Source: an optimization exercise on an open RTL-to-GDS flow (aim: small area). Production flows keep margins and buffers that such runs may drop.
In this exercise RTL edits were held to simulation tests only and were not proved equivalent to the original.
Power figures rest on the tool's default switching activity, not on a simulated workload.

==> flow/design.v <==
package riscv_pkg;
  localparam int XLEN       = 32;
  localparam int REG_ADDR_W = 5;
  localparam int NUM_REGS   = 32;
  typedef logic [XLEN-1:0]       word_t;
  typedef logic [REG_ADDR_W-1:0] reg_idx_t;
  localparam reg_idx_t ZERO_REG = 5'd0;
endpackage
module reg_file_rdport (
  input  logic                           i_rst_n,
  input  riscv_pkg::reg_idx_t                       i_addr,
  input  logic [riscv_pkg::NUM_REGS-1:0][riscv_pkg::XLEN-1:0]  i_regs,
  output riscv_pkg::word_t                          o_rdata
);
  localparam int NGRP = (riscv_pkg::NUM_REGS - 1) / 3;   
  logic [riscv_pkg::NUM_REGS-1:0] w_sel;
  assign w_sel[0] = 1'b0;
  for (genvar g = 1; g < riscv_pkg::NUM_REGS; g++) begin : g_sel
    assign w_sel[g] = i_rst_n && (i_addr == riscv_pkg::REG_ADDR_W'(g));
  end
  for (genvar b = 0; b < riscv_pkg::XLEN; b++) begin : g_bit
    logic [NGRP:0] w_term_n;
    for (genvar k = 0; k < NGRP; k++) begin : g_grp
      reg_file_rbit3 u_rbit3 (
        .i_d0 (i_regs[3*k+1][b]),
        .i_d1 (i_regs[3*k+2][b]),
        .i_d2 (i_regs[3*k+3][b]),
        .i_s0 (w_sel[3*k+1]),
        .i_s1 (w_sel[3*k+2]),
        .i_s2 (w_sel[3*k+3]),
        .o_n  (w_term_n[k])
      );
    end
    assign w_term_n[NGRP] = ~(i_regs[riscv_pkg::NUM_REGS-1][b] & w_sel[riscv_pkg::NUM_REGS-1]);
    assign o_rdata[b] = ~&w_term_n;
  end
endmodule
module reg_file_rbit3 (
  input  logic i_d0,
  input  logic i_d1,
  input  logic i_d2,
  input  logic i_s0,
  input  logic i_s1,
  input  logic i_s2,
  output logic o_n
);
  assign o_n = ~((i_d0 & i_s0) | (i_d1 & i_s1) | (i_d2 & i_s2));
endmodule
module reg_file (
  input  logic                  clk,
  input  logic                  rst_n,
  input  logic [riscv_pkg::REG_ADDR_W-1:0] A1,
  input  logic [riscv_pkg::REG_ADDR_W-1:0] A2,
  input  logic [riscv_pkg::REG_ADDR_W-1:0] A3,
  input  logic [riscv_pkg::XLEN-1:0]       WD3,
  input  logic                  WE3,
  output logic [riscv_pkg::XLEN-1:0]       RD1,
  output logic [riscv_pkg::XLEN-1:0]       RD2
);
  logic [riscv_pkg::NUM_REGS-1:0][riscv_pkg::XLEN-1:0] r_regs;
  logic [riscv_pkg::NUM_REGS-1:0]                      w_load;
  logic [riscv_pkg::NUM_REGS-1:0]                      w_hold;
  logic [riscv_pkg::XLEN-1:0]                          w_data;
  assign w_data = WD3;
  assign w_load[0] = 1'b0;
  assign w_hold[0] = 1'b1;
  for (genvar g = 1; g < riscv_pkg::NUM_REGS; g++) begin : g_load
    logic w_wr;
    assign w_wr      = WE3 && (A3 == riscv_pkg::REG_ADDR_W'(g));
    assign w_load[g] = rst_n & w_wr;
    assign w_hold[g] = rst_n & ~w_wr;
  end
  assign r_regs[0] = '0;
  for (genvar g = 1; g < riscv_pkg::NUM_REGS; g++) begin : g_reg
    riscv_pkg::word_t r_q;
    riscv_pkg::word_t w_next;
    for (genvar b = 0; b < riscv_pkg::XLEN; b++) begin : g_bit
      reg_file_wbit u_wbit (
        .i_q    (r_q[b]),
        .i_data (w_data[b]),
        .i_load (w_load[g]),
        .i_hold (w_hold[g]),
        .o_next (w_next[b])
      );
    end
    always_ff @(posedge clk)
      r_q <= w_next;
    assign r_regs[g] = r_q;
  end
  reg_file_rdport u_rdport1 (
    .i_rst_n (rst_n),
    .i_addr  (A1),
    .i_regs  (r_regs),
    .o_rdata (RD1)
  );
  reg_file_rdport u_rdport2 (
    .i_rst_n (rst_n),
    .i_addr  (A2),
    .i_regs  (r_regs),
    .o_rdata (RD2)
  );
endmodule
module reg_file_wbit (
  input  logic i_q,
  input  logic i_data,
  input  logic i_load,
  input  logic i_hold,
  output logic o_next
);
  assign o_next = (i_q & i_hold) | (i_data & i_load);
endmodule
==> flow/config.mk <==
export PLATFORM = sky130hd
export DESIGN_NAME = reg_file
export DESIGN_NICKNAME = reg_file
export VERILOG_FILES = /design/flow/design.v
export SDC_FILE = /design/flow/constraint.sdc
export NUM_CORES = 4
export LEC_CHECK = 0
export CAP_MARGIN = 10
export CORE_MARGIN = 2
export CORE_UTILIZATION = 50
export CTS_BUF_LIST = sky130_fd_sc_hd__clkbuf_16
export CTS_CLUSTER_DIAMETER = 80
export CTS_CLUSTER_SIZE = 25
export PLACE_DENSITY = 0.6
export SETUP_SLACK_MARGIN = 0.0
export SLEW_MARGIN = 10
export SYNTH_HIERARCHICAL = 1
==> flow/constraint.sdc <==
create_clock -name core_clock -period 7.0 [get_ports {clk}]
set_input_delay 1.4000 -clock core_clock [delete_from_list [all_inputs] [get_ports {clk}]]
set_output_delay 1.4000 -clock core_clock [all_outputs]
set_load 0.01 [all_outputs]
standard.sh (not shown) runs the stock make flow with config.mk's settings and CLKGATE_MAP_FILE= SYNTH_SCRIPT=/design/flow/synth_recipe.tcl, a recipe that flattens the netlist after the stock synthesis.
==> flow/flow/run.sh <==
#!/bin/bash
# The standard layout, with single-drive buffers on the ports instead of the
# resizer's default pick. Everything else is the standard flow's own flow, unchanged.
set -euo pipefail
bash standard.sh "BUFFER_PORTS_ARGS=-buffer_cell sky130_fd_sc_hd__buf_1" finish > flow_make.log 2>&1
==> next run, changes <==
--- a/flow/config.mk
+++ b/flow/config.mk
@@ -8,9 +8,9 @@
 export CAP_MARGIN = 10
 export CORE_MARGIN = 2
-export CORE_UTILIZATION = 50
+export CORE_UTILIZATION = 60
 export CTS_BUF_LIST = sky130_fd_sc_hd__clkbuf_16
 export CTS_CLUSTER_DIAMETER = 80
 export CTS_CLUSTER_SIZE = 25
-export PLACE_DENSITY = 0.6
+export PLACE_DENSITY = 0.68
 export SETUP_SLACK_MARGIN = 0.0
 export SLEW_MARGIN = 10
What happened:
- This time the run finished but failed the layout checks on max-capacitance violations, max-slew violations
- routed wire length drops by 4.3%
- cell count drops by 4.0%
- sequential share of layout area climbs by 0.63 points
- global-route usage climbs by 6.4 points
- first-iteration DRC count climbs by 20%
- count of clock-buffer cells in the layout drops by 4
- worst hold slack gets worse by 0.0043 ns
- sequential power stays flat
- flip-flop and latch count is unchanged

Setup of before:
Another version of the RTL of reg_file (not shown whole).
For scale: about 110 I/O pins, ~38,000 um^2 of cells after synthesis.
Settings: LEC_CHECK=0, CAP_MARGIN=10, CORE_MARGIN=2, CORE_UTILIZATION=50, CTS_BUF_LIST=sky130_fd_sc_hd__clkbuf_16, CTS_CLUSTER_DIAMETER=80, CTS_CLUSTER_SIZE=25, PLACE_DENSITY=0.6, SETUP_SLACK_MARGIN=0.0, SLEW_MARGIN=10, SYNTH_HIERARCHICAL=1; clock period 7.0 ns.
run.sh (not shown) runs the stock make flow with config.mk's settings and CLKGATE_MAP_FILE= SYNTH_SCRIPT=/design/flow/synth_recipe.tcl, a recipe that flattens the netlist after the stock synthesis.
Stock flow here: none of the scripts above is used.
### before -> after
Settings: swapping 10 for 20 in SLEW_MARGIN; swapping 10 for 20 in CAP_MARGIN.
==> flow/flow/run.sh (new file) <==
#!/bin/bash
# The standard layout, with single-drive buffers on the ports instead of the
# resizer's default pick. Everything else is the standard flow's own flow, unchanged.
set -euo pipefail
bash standard.sh "BUFFER_PORTS_ARGS=-buffer_cell sky130_fd_sc_hd__buf_1" finish > flow_make.log 2>&1
==> flow/standard.sh (new file) <==
#!/bin/bash
# synth_recipe.tcl (not shown) runs the flow's synth.tcl, then flattens the netlist and writes it again
# the make line also repeats each setting of config.mk as NAME=value (left out here)
make -C /OpenROAD-flow-scripts/flow DESIGN_CONFIG=/design/flow/config.mk WORK_HOME=/design/flow/orfs CLKGATE_MAP_FILE= SYNTH_SCRIPT=/design/flow/synth_recipe.tcl "${@:-finish}"
removed: flow/run.sh
[summary]
after: done, clean on timing, DRC and antenna. Looking at stage delay of the slowest cell on the critical path, after sits below before. Changes observed in after relative to before: sequential share of layout area +0.62 points; part of the total power dissipated in the clock network barely changed; number of placed instances with taps included fell 0.39%.

afterwards: timing with drivers on the ports:
How much do the figures lean on ideal ports? The routed layouts below were timed once more, with nothing changed but the port constraints.
Step 1 (the two cells are an assumption about what drives the block):
set clk [get_ports {clk}]
set_driving_cell -lib_cell sky130_fd_sc_hd__clkbuf_16 $clk
set_driving_cell -lib_cell sky130_fd_sc_hd__buf_2 [delete_from_list [all_inputs] $clk]
Step 2, shift: input delay + t, output delay - t, t = (earliest + latest rising clock arrival at the registers) / 2. This alone moves slack from input paths to output paths.
a / b / c = ideal / step 1 / step 2; a / b = the first two.
run | t (ns) | slack for setup (ns) | clock arrival spread, ns | worst slew at a driven data input, ns
the first run of note 1 | 0.724 | 0.992 / 0.898 / 0.898 | 0.043 / 0.043 | 0.12
the second run of note 1 | 0.726 | 0.689 / 0.667 / 0.667 | 0.040 / 0.040 | 0.08
before | 0.734 | 0.192 / 0.169 / 0.169 | 0.022 / 0.021 | 0.13
after | 0.728 | 0.774 / 0.751 / 0.751 | 0.034 / 0.034 | 0.16
For the first run of note 1, which loses most, drivers alone change the setup slack by -0.094 ns; drivers and shift together by -0.094 ns.
